Background: an optimization exercise with open tools, aiming at small area. Do not read the settings as production practice.
Where RTL was checked, it was by simulation tests only, not by an equivalence proof against the original.
Power and IR drop assume default switching activity. The flow treats the clock pin as an ideal source, which a real chip does not have.

Setup of north:
==> flow/design.v (excerpt) <==
module ram_burst_ctrl #(
  parameter int DATA_W = 32,
  parameter int ADDR_W = 9,
  parameter int BURST  = 16
) (
  input  logic                       clk,
  input  logic                       rst,
  input  logic                       cmd_valid,
  output logic                       cmd_ready,
  input  logic                       cmd_we,
  input  logic [ADDR_W-1:0]          cmd_addr,
  input  logic [5:0]                 cmd_len,
  input  logic                       wr_valid,
  output logic                       wr_ready,
  input  logic [DATA_W-1:0]          wr_data,
  output logic                       rd_valid,
  input  logic                       rd_ready,
  output logic [DATA_W-1:0]          rd_data,
  output logic                       rd_last,
  output logic                       busy,
  output logic                       done,
  output logic                       err,
  output logic                       ram_we,
  output logic [ADDR_W-1:0]          ram_addr,
  output logic [$clog2(BURST)-1:0]   ram_cnt,
  output logic [DATA_W*BURST-1:0]    ram_wdata,
  input  logic [DATA_W*BURST-1:0]    ram_rdata
);
  localparam logic [2:0] S_IDLE   = 3'd0;
  localparam logic [2:0] S_WFILL  = 3'd1;
  localparam logic [2:0] S_WBURST = 3'd2;
  localparam logic [2:0] S_RISSUE = 3'd3;
  localparam logic [2:0] S_RWAIT  = 3'd4;
  localparam logic [2:0] S_RDRAIN = 3'd5;
  logic [2:0]        r_state;
  logic [ADDR_W:0]   r_addr;    
  logic [5:0]        r_left;    
  logic [3:0]        r_idx;     
  logic              r_done;
  logic              r_wnext;
  logic              r_err;
  logic [DATA_W-1:0] r_wbuf [BURST-1];
  logic [DATA_W-1:0] r_wlast;
  function automatic logic [4:0] f_inc4(input logic [3:0] x, input logic ci);
    logic c;
    c = ci;
    for (int i = 0; i < 4; i++) begin
      f_inc4[i] = x[i] ^ c;
      c = c & x[i];
    end
    f_inc4[4] = c;
  endfunction
  function automatic logic [5:0] f_inc6(input logic [5:0] x, input logic ci);
    logic c;
    c = ci;
    for (int i = 0; i < 6; i++) begin
      f_inc6[i] = x[i] ^ c;
      c = c & x[i];
    end
  endfunction
  ...
Size: roughly 840 cells after synthesis, roughly 1100 I/O pins, about 17000 um2 of cells after synthesis.
Settings: LEC_CHECK=0, ABC_AREA=1, CAP_MARGIN=10, CORE_AREA=4 4 246 246, DIE_AREA=0 0 250 250, SLEW_MARGIN=10; clock period 7.0 ns.
standard.sh (not shown) runs the stock make flow with config.mk's settings and CLKGATE_MAP_FILE= SYNTH_SCRIPT=/design/flow/synth_recipe.tcl, a recipe that flattens the netlist after the stock synthesis.
==> flow/flow/run.sh <==
#!/bin/bash
# Standard layout, with the port buffers made from the smallest buffer cell and a leaner clock tree.
set -e
export BUFFER_PORTS_ARGS="-buffer_cell sky130_fd_sc_hd__buf_1"
export PLACE_PINS_ARGS="-min_distance 1 -min_distance_in_tracks"
export CTS_ARGS="-sink_clustering_enable -repair_clock_nets -dont_use_dummy_load -buf_list sky130_fd_sc_hd__clkbuf_16 -sink_clustering_size 30 -sink_clustering_max_diameter 80"
bash standard.sh > standard.log 2>&1
## Diff of input files: south against north
# north
export LEC_CHECK = 0
export ABC_AREA = 1
export CAP_MARGIN = 10
export CORE_AREA = 4 4 246 246
export DIE_AREA = 0 0 250 250
export SLEW_MARGIN = 10
create_clock -name core_clock -period 7.0 [get_ports {clk}]
# south
export LEC_CHECK = 0
export CAP_MARGIN = 10
export CORE_AREA = 4 4 246 246
export DIE_AREA = 0 0 250 250
export SLEW_MARGIN = 10
create_clock -name core_clock -period 7.0 [get_ports {clk}]
--- a/flow/flow/run.sh
+++ b/flow/flow/run.sh
@@ -6 +6,2 @@
-export CTS_ARGS="-sink_clustering_enable -repair_clock_nets -dont_use_dummy_load -buf_list sky130_fd_sc_hd__clkbuf_16 -sink_clustering_size 30 -sink_clustering_max_diameter 80"
+export REMOVE_ABC_BUFFERS=1
+export CTS_ARGS="-sink_clustering_enable -repair_clock_nets -dont_use_dummy_load -buf_list sky130_fd_sc_hd__clkbuf_16 -sink_clustering_size 30 -sink_clustering_max_diameter 110"
Findings:
Compared with north, in south cell count dropped 107; worst hold slack across all endpoints climbed 0.036 ns; fraction of area in clock buffers and inverters dropped 0.44 points.
Function was not checked in any run of this note: the RTL went through the layout flow alone.

========
ram_burst_ctrl, a different RTL version from the one above (not shown whole).
Size in the first run: about 730 cells after synthesis, ~540 flip-flops.
clock: 7.0 ns
lec_check: 0
cap_margin: 10
core_area: 4 4 181 181
die_area: 0 0 185 185
slew_margin: 10
==> flow/flow/run.sh <==
#!/bin/bash
# Layout flow: the standard ORFS flow (standard.sh) with these changes, none of which
# touches the registers, the constraints or the measurement:
#  - synthesis maps the logic with an area-oriented ABC script (flow/abc_area.script, used
#    through a copy of the ORFS scripts folder); registers are mapped before ABC runs, so
#    they are exactly the standard synthesis's;
#  - the buffers ABC inserted are removed before placement;
#  - every port still gets a buffer, made from the smallest buffer cell (buf_1);
#  - pins may sit one routing track apart, so a small die holds all 1132 ports;
#  - the clock tree uses clkbuf_16 leaves driving up to 30 registers each, with no dummy loads.
# Each tool's full output goes to ORFS's per-step logs under orfs/logs/ and to the *.log
# files written here.
set -e
rm -rf scripts_abc
cp -r "$FLOW_HOME/scripts" scripts_abc
cp flow/abc_area.script scripts_abc/abc_area.script
export BUFFER_PORTS_ARGS="-buffer_cell sky130_fd_sc_hd__buf_1"
export PLACE_PINS_ARGS="-min_distance 1 -min_distance_in_tracks"
export REMOVE_ABC_BUFFERS=1
export CTS_ARGS="-sink_clustering_enable -repair_clock_nets -dont_use_dummy_load -buf_list sky130_fd_sc_hd__clkbuf_16 -sink_clustering_size 30 -sink_clustering_max_diameter 95"
bash standard.sh ABC_AREA=1 SCRIPTS_DIR="$(pwd)/scripts_abc" synth > standard_synth.log 2>&1
bash standard.sh > standard.log 2>&1
==> flow/flow/abc_area.script <==
&get -n
&st
&dch
&nf -a
&st
&syn2
&dch
&nf -a
&put
Rerun with:
==> flow/flow/run.sh (replaced) <==
#!/bin/bash
# Standard layout, with the port buffers made from the smallest buffer cell and a leaner clock tree.
set -e
export BUFFER_PORTS_ARGS="-buffer_cell sky130_fd_sc_hd__buf_1"
export PLACE_PINS_ARGS="-min_distance 1 -min_distance_in_tracks"
export REMOVE_ABC_BUFFERS=1
export CTS_ARGS="-sink_clustering_enable -repair_clock_nets -dont_use_dummy_load -buf_list sky130_fd_sc_hd__clkbuf_16 -sink_clustering_size 30 -sink_clustering_max_diameter 95"
bash standard.sh > standard.log 2>&1
Settings changed: CORE_AREA 4 4 181 181 to 4 4 188 188, DIE_AREA 0 0 185 185 to 0 0 192 192.
removed: flow/flow/abc_area.script
Effect:
- final cell count came out higher by 3.8%
- synthesized cell count came out higher by about 3.6%
- count of clock-buffer cells in the layout is unchanged
- routed wire length came out lower by about 5%
- sequential share of layout area came out lower by 0.25 points
- setup slack gets worse by 0.067 ns
Rerun with:
Settings changed: CORE_AREA 4 4 188 188 to 4 4 174 174, DIE_AREA 0 0 192 192 to 0 0 178 178.
After rerunning:
- The new run stopped in global routing
- synthesized cell count is unchanged
- area after synthesis does not change
Rerun with:
--- a/flow/flow/run.sh
+++ b/flow/flow/run.sh
@@ -7 +7 @@
-export CTS_ARGS="-sink_clustering_enable -repair_clock_nets -dont_use_dummy_load -buf_list sky130_fd_sc_hd__clkbuf_16 -sink_clustering_size 30 -sink_clustering_max_diameter 95"
+export CTS_ARGS="-sink_clustering_enable -repair_clock_nets -dont_use_dummy_load -buf_list sky130_fd_sc_hd__clkbuf_16 -sink_clustering_size 28 -sink_clustering_max_diameter 110"
Settings changed: CORE_AREA 4 4 174 174 to 4 4 181 181, DIE_AREA 0 0 178 178 to 0 0 185 185.
The changed run finished with timing, DRC and antenna clean.
Area after synthesis is unchanged.
Synthesized cell count stays the same.
Rerun with:
==> flow/flow/run.sh (replaced) <==
#!/bin/bash
# Layout flow: the standard ORFS flow (standard.sh) with these changes, none of which
# touches the registers, the constraints or the measurement:
#  - synthesis maps the logic with an area-oriented ABC script (flow/abc_area.script, used
#    through a copy of the ORFS scripts folder); registers are mapped before ABC runs, so
#    they are exactly the standard synthesis's;
#  - the buffers ABC inserted are removed before placement;
#  - every port still gets a buffer, made from the smallest buffer cell (buf_1);
#  - pins may sit one routing track apart, so a small die holds all 1132 ports;
#  - the clock tree uses clkbuf_16 leaves driving up to 30 registers each, with no dummy loads.
# Each tool's full output goes to ORFS's per-step logs under orfs/logs/ and to the *.log
# files written here.
set -e
rm -rf scripts_abc
cp -r "$FLOW_HOME/scripts" scripts_abc
cp flow/abc_area.script scripts_abc/abc_area.script
export BUFFER_PORTS_ARGS="-buffer_cell sky130_fd_sc_hd__buf_1"
export PLACE_PINS_ARGS="-min_distance 1 -min_distance_in_tracks"
export REMOVE_ABC_BUFFERS=1
export CTS_ARGS="-sink_clustering_enable -repair_clock_nets -dont_use_dummy_load -buf_list sky130_fd_sc_hd__clkbuf_16 -sink_clustering_size 30 -sink_clustering_max_diameter 95"
bash standard.sh ABC_AREA=1 SCRIPTS_DIR="$(pwd)/scripts_abc" synth > standard_synth.log 2>&1
bash standard.sh > standard.log 2>&1
==> flow/flow/abc_area.script (new file) <==
&get -n
&st
&dch -f
&nf -a -R 1000
&put
- The new run completed with no timing, DRC or antenna violations
- non-clock buffer count goes up by 1
- combinational power came out higher by 68%
- critical path depth is unchanged

========
ram_burst_ctrl, a different RTL version from the one above (not shown whole).
For scale: about 770 cells after synthesis, roughly 1100 I/O pins, about 0.017 sq mm of cells after synthesis.
clock: 7.0 ns
lec_check: 0
cap_margin: 10
core_area: 4 4 216 216
die_area: 0 0 220 220
slew_margin: 10
==> flow/flow/run.sh <==
#!/bin/bash
# Standard layout, with the port buffers made from the smallest buffer cell, each RAM write
# word's pins kept together, and a leaner clock tree.
set -e
export BUFFER_PORTS_ARGS="-buffer_cell sky130_fd_sc_hd__buf_1"
export PLACE_PINS_ARGS="-min_distance 1 -min_distance_in_tracks"
export PRE_IO_PLACEMENT_TCL="$(pwd)/flow/pins.tcl"
export REMOVE_ABC_BUFFERS=1
export CTS_ARGS="-sink_clustering_enable -repair_clock_nets -dont_use_dummy_load -buf_list sky130_fd_sc_hd__clkbuf_16 -sink_clustering_size 30 -sink_clustering_max_diameter 110"
bash standard.sh > standard.log 2>&1
==> flow/flow/pins.tcl <==
# Keep each data bit's pins together (that bit of every RAM write word, of wr_data, rd_data
# and ram_rdata word 0), so each bit slice's registers sit together near their pins.
for {set b 0} {$b < 32} {incr b} {
  set names [list "wr_data\[$b\]" "ram_rdata\[$b\]" "rd_data\[$b\]"]
  for {set w 0} {$w < 16} {incr w} {
    lappend names "ram_wdata\[[expr {$w * 32 + $b}]\]"
  }
  set_io_pin_constraint -group -order -pin_names $names
}
The baseline finished clean.
Change:
==> flow/flow/run.sh (replaced) <==
#!/bin/bash
# Standard layout, with the port buffers made from the smallest buffer cell and a leaner clock tree.
set -e
export BUFFER_PORTS_ARGS="-buffer_cell sky130_fd_sc_hd__buf_1"
export PLACE_PINS_ARGS="-min_distance 1 -min_distance_in_tracks"
export REMOVE_ABC_BUFFERS=1
export CTS_ARGS="-sink_clustering_enable -repair_clock_nets -dont_use_dummy_load -buf_list sky130_fd_sc_hd__clkbuf_16 -sink_clustering_size 30 -sink_clustering_max_diameter 110"
bash standard.sh > standard.log 2>&1
Settings changed: CAP_MARGIN 10 to 0, SLEW_MARGIN 10 to 0.
removed: flow/flow/pins.tcl
The new run finished clean.
Setup slack is worse by 95 ps.
Via count stays flat.
Total power increases by 1.2%.
Register-to-register slack is worse by 40 ps.
Critical path depth is unchanged.
Global-route usage increases by 3.2 points.
Maximum frequency decreases by 1.8%.
Clock skew increases by 34 ps.
Non-clock buffer count decreases by 2.
Sequential share of layout area is about the same.
Cell area hardly moves.
Change:
--- a/flow/flow/run.sh
+++ b/flow/flow/run.sh
@@ -1,3 +1,4 @@
 #!/bin/bash
-# Standard layout, with the port buffers made from the smallest buffer cell and a leaner clock tree.
+# Standard layout, with the port buffers made from the smallest buffer cell, each RAM write
+# word's pins kept together, and a leaner clock tree.
 set -e
@@ -5,2 +6,3 @@
 export PLACE_PINS_ARGS="-min_distance 1 -min_distance_in_tracks"
+export PRE_IO_PLACEMENT_TCL="$(pwd)/flow/pins.tcl"
 export REMOVE_ABC_BUFFERS=1
==> flow/flow/pins.tcl (new file) <==
# Keep each ram_wdata word's 32 pins together, so each word's registers (which share one
# load enable) sit together near their pins.
for {set w 0} {$w < 16} {incr w} {
  set names {}
  for {set b 0} {$b < 32} {incr b} {
    lappend names "ram_wdata\[[expr {$w * 32 + $b}]\]"
  }
  set_io_pin_constraint -group -order -pin_names $names
}
Settings changed: CAP_MARGIN 0 to 10, SLEW_MARGIN 0 to 10.
=>
- sequential power is about the same
- wire length climbs by about a fifth
- via count came out higher by a little under a tenth
- fmax went up by a few percent
- design area is about the same
Change:
==> flow/flow/run.sh (replaced) <==
#!/bin/bash
# Standard layout, with the port buffers made from the smallest buffer cell and a leaner clock tree.
set -e
export BUFFER_PORTS_ARGS="-buffer_cell sky130_fd_sc_hd__buf_1"
export PLACE_PINS_ARGS="-min_distance 1 -min_distance_in_tracks"
export REMOVE_ABC_BUFFERS=1
export CTS_ARGS="-sink_clustering_enable -repair_clock_nets -dont_use_dummy_load -buf_list sky130_fd_sc_hd__clkbuf_16 -sink_clustering_size 30 -sink_clustering_max_diameter 110"
bash standard.sh > standard.log 2>&1
Settings changed: CORE_AREA 4 4 216 216 to 4 4 246 246, DIE_AREA 0 0 220 220 to 0 0 250 250, PLACE_DENSITY from default to 0.8.
removed: flow/flow/pins.tcl
Outcome:
- global-route usage falls by 9.2 points
- design area came out higher by 0.86%
- die area climbs by 29%
- worst hold slack gains 7.5 ps
- non-clock buffer count drops by 15
- synthesized area is unchanged
- core utilization falls by 11 points
- wire length is lower by 18%
- via count decreases by 4.8%
Change:
Settings changed: CORE_AREA 4 4 246 246 to 4 4 216 216, DIE_AREA 0 0 250 250 to 0 0 220 220, PLACE_DENSITY 0.8 to default.
- The changed run passed the timing, DRC and antenna checks
- die area is lower by 23%
- design area is lower by 1.1%
- via count is lower by about 3%
- clock power stays flat
- wire length is higher by about 5.4%
- critical path depth does not change
- non-clock buffer count is higher by 1
- power hardly moves
Change:
Settings changed: CORE_AREA 4 4 216 216 to 4 4 246 246, DIE_AREA 0 0 220 220 to 0 0 250 250.
Outcome:
- count of clock-buffer cells in the layout climbs by 1
- worst hold slack gains 8.1 ps
- cell count goes up by a little under a tenth
- sequential share of layout area decreases by 0.77 points
- clock skew is lower by 25 ps

========
Another version of the RTL of ram_burst_ctrl (not shown whole).
Size in the first run: ~730 cells after synthesis, about 540 flip-flops, roughly 1,100 I/O pins, about 17,000 um2 of cells after synthesis.
## ram_burst_ctrl
module ram_burst_ctrl #(
  parameter int DATA_W = 32,
  parameter int ADDR_W = 9,
  parameter int BURST  = 16
) (
  input  logic                       clk,
  input  logic                       rst,
  input  logic                       cmd_valid,
  output logic                       cmd_ready,
  input  logic                       cmd_we,
  input  logic [ADDR_W-1:0]          cmd_addr,
  input  logic [5:0]                 cmd_len,
  input  logic                       wr_valid,
  output logic                       wr_ready,
  input  logic [DATA_W-1:0]          wr_data,
  output logic                       rd_valid,
  input  logic                       rd_ready,
  output logic [DATA_W-1:0]          rd_data,
  output logic                       rd_last,
  output logic                       busy,
  output logic                       done,
  output logic                       err,
  output logic                       ram_we,
  output logic [ADDR_W-1:0]          ram_addr,
  output logic [$clog2(BURST)-1:0]   ram_cnt,
  output logic [DATA_W*BURST-1:0]    ram_wdata,
  input  logic [DATA_W*BURST-1:0]    ram_rdata
);
export LEC_CHECK = 0
export CAP_MARGIN = 10
export CORE_AREA = 4 4 181 181
export DIE_AREA = 0 0 185 185
export SLEW_MARGIN = 10
create_clock -name core_clock -period 7.0 [get_ports {clk}]
==> flow/flow/run.sh <==
#!/bin/bash
# Standard layout, with the port buffers made from the smallest buffer cell and a leaner clock tree.
set -e
export BUFFER_PORTS_ARGS="-buffer_cell sky130_fd_sc_hd__buf_1"
export PLACE_PINS_ARGS="-min_distance 1 -min_distance_in_tracks"
export REMOVE_ABC_BUFFERS=1
export CTS_ARGS="-sink_clustering_enable -repair_clock_nets -dont_use_dummy_load -buf_list sky130_fd_sc_hd__clkbuf_16 -sink_clustering_size 30 -sink_clustering_max_diameter 140"
bash standard.sh > standard.log 2>&1
The first run completed without violations.
Then changed:
--- a/flow/flow/run.sh
+++ b/flow/flow/run.sh
@@ -7 +7 @@
-export CTS_ARGS="-sink_clustering_enable -repair_clock_nets -dont_use_dummy_load -buf_list sky130_fd_sc_hd__clkbuf_16 -sink_clustering_size 30 -sink_clustering_max_diameter 140"
+export CTS_ARGS="-sink_clustering_enable -repair_clock_nets -dont_use_dummy_load -buf_list sky130_fd_sc_hd__clkbuf_16 -sink_clustering_size 30 -sink_clustering_max_diameter 110"
--- a/flow/config.mk
+++ b/flow/config.mk
@@ -10,0 +11 @@
+export GPL_ROUTABILITY_DRIVEN = 0
What happened: The changed run produced a clean layout; routed wire length falls by 0.74%; fmax went up by 0.77%; design area stays the same; first-iteration DRC count climbs by 3.1%; worst setup slack improves by 0.040 ns.
Then changed:
--- a/flow/config.mk
+++ b/flow/config.mk
@@ -11 +10,0 @@
-export GPL_ROUTABILITY_DRIVEN = 0
Outcome: The changed run produced a clean layout. Total power hardly moves. Clock skew barely changes. Maximum frequency decreases slightly. Hold slack degrades by 0.0033 ns. Routed wire length increases slightly. Setup slack degrades by 0.040 ns. Die area is unchanged. First-iteration DRC count decreases by a few percent. Sequential power is about the same. Final area is unchanged.
Function was not checked in any run of this note: the RTL went through the layout flow alone.

port drivers added, routing unchanged:
The flow's constraints put no driver on any port. The routed layouts listed below were extracted and timed again, unchanged, in two steps.
Step 1 sets driving cells, clkbuf_16 on the clock port and buf_2 on the other inputs (assumed; they add their load-dependent delay and slew).
Step 2 times the ports against the registers' clock, not the clock port: input delays grow and output delays shrink by t, the midpoint of the rising clock arrivals with the driver on.
Slacks: ideal ports / drivers / drivers and shift; pairs: ideal ports / drivers.
run | shift t [ns] | setup WS [ns] | worst hold slack (ns) | worst setup path at the end
north | 0.603 | 1.704 / 1.673 / 1.673 | 0.480 / 0.480 / 0.480 | input to output
south | 0.586 | 1.633 / 1.580 / 1.580 | 0.515 / 0.515 / 0.515 | input to output
the first run of note 2 | 0.591 | 1.766 / 1.687 / 1.687 | 0.485 / 0.485 / 0.485 | input to output
the second run of note 2 | 0.587 | 1.699 / 1.648 / 1.648 | 0.505 / 0.505 / 0.505 | input to output
the fourth run of note 2 | 0.596 | 1.767 / 1.706 / 1.706 | 0.507 / 0.507 / 0.507 | input to output
the fifth run of note 2 | 0.589 | 1.778 / 1.658 / 1.658 | 0.496 / 0.496 / 0.496 | input to output
the first run of note 3 | 0.595 | 1.688 / 1.637 / 1.637 | 0.557 / 0.557 / 0.557 | input to output
the second run of note 3 | 0.590 | 1.593 / 1.563 / 1.563 | 0.565 / 0.565 / 0.565 | input to output
the third run of note 3 | 0.586 | 1.703 / 1.680 / 1.680 | 0.561 / 0.561 / 0.561 | input to output
the fourth run of note 3 | 0.582 | 1.600 / 1.568 / 1.568 | 0.569 / 0.569 / 0.569 | input to output
the fifth run of note 3 | 0.590 | 1.593 / 1.563 / 1.563 | 0.565 / 0.565 / 0.565 | input to output
the sixth run of note 3 | 0.596 | 1.639 / 1.604 / 1.604 | 0.573 / 0.573 / 0.573 | input to output
the first run of note 4 | 0.591 | 1.727 / 1.660 / 1.660 | 0.498 / 0.498 / 0.498 | input to output
the second run of note 4 | 0.591 | 1.767 / 1.694 / 1.694 | 0.501 / 0.501 / 0.501 | input to output
the third run of note 4 | 0.591 | 1.727 / 1.660 / 1.660 | 0.498 / 0.498 / 0.498 | input to output
After both steps every run listed still meets setup and hold. For the fifth run of note 2, which loses most, drivers alone change the setup slack by -0.120 ns; drivers and shift together by -0.120 ns.
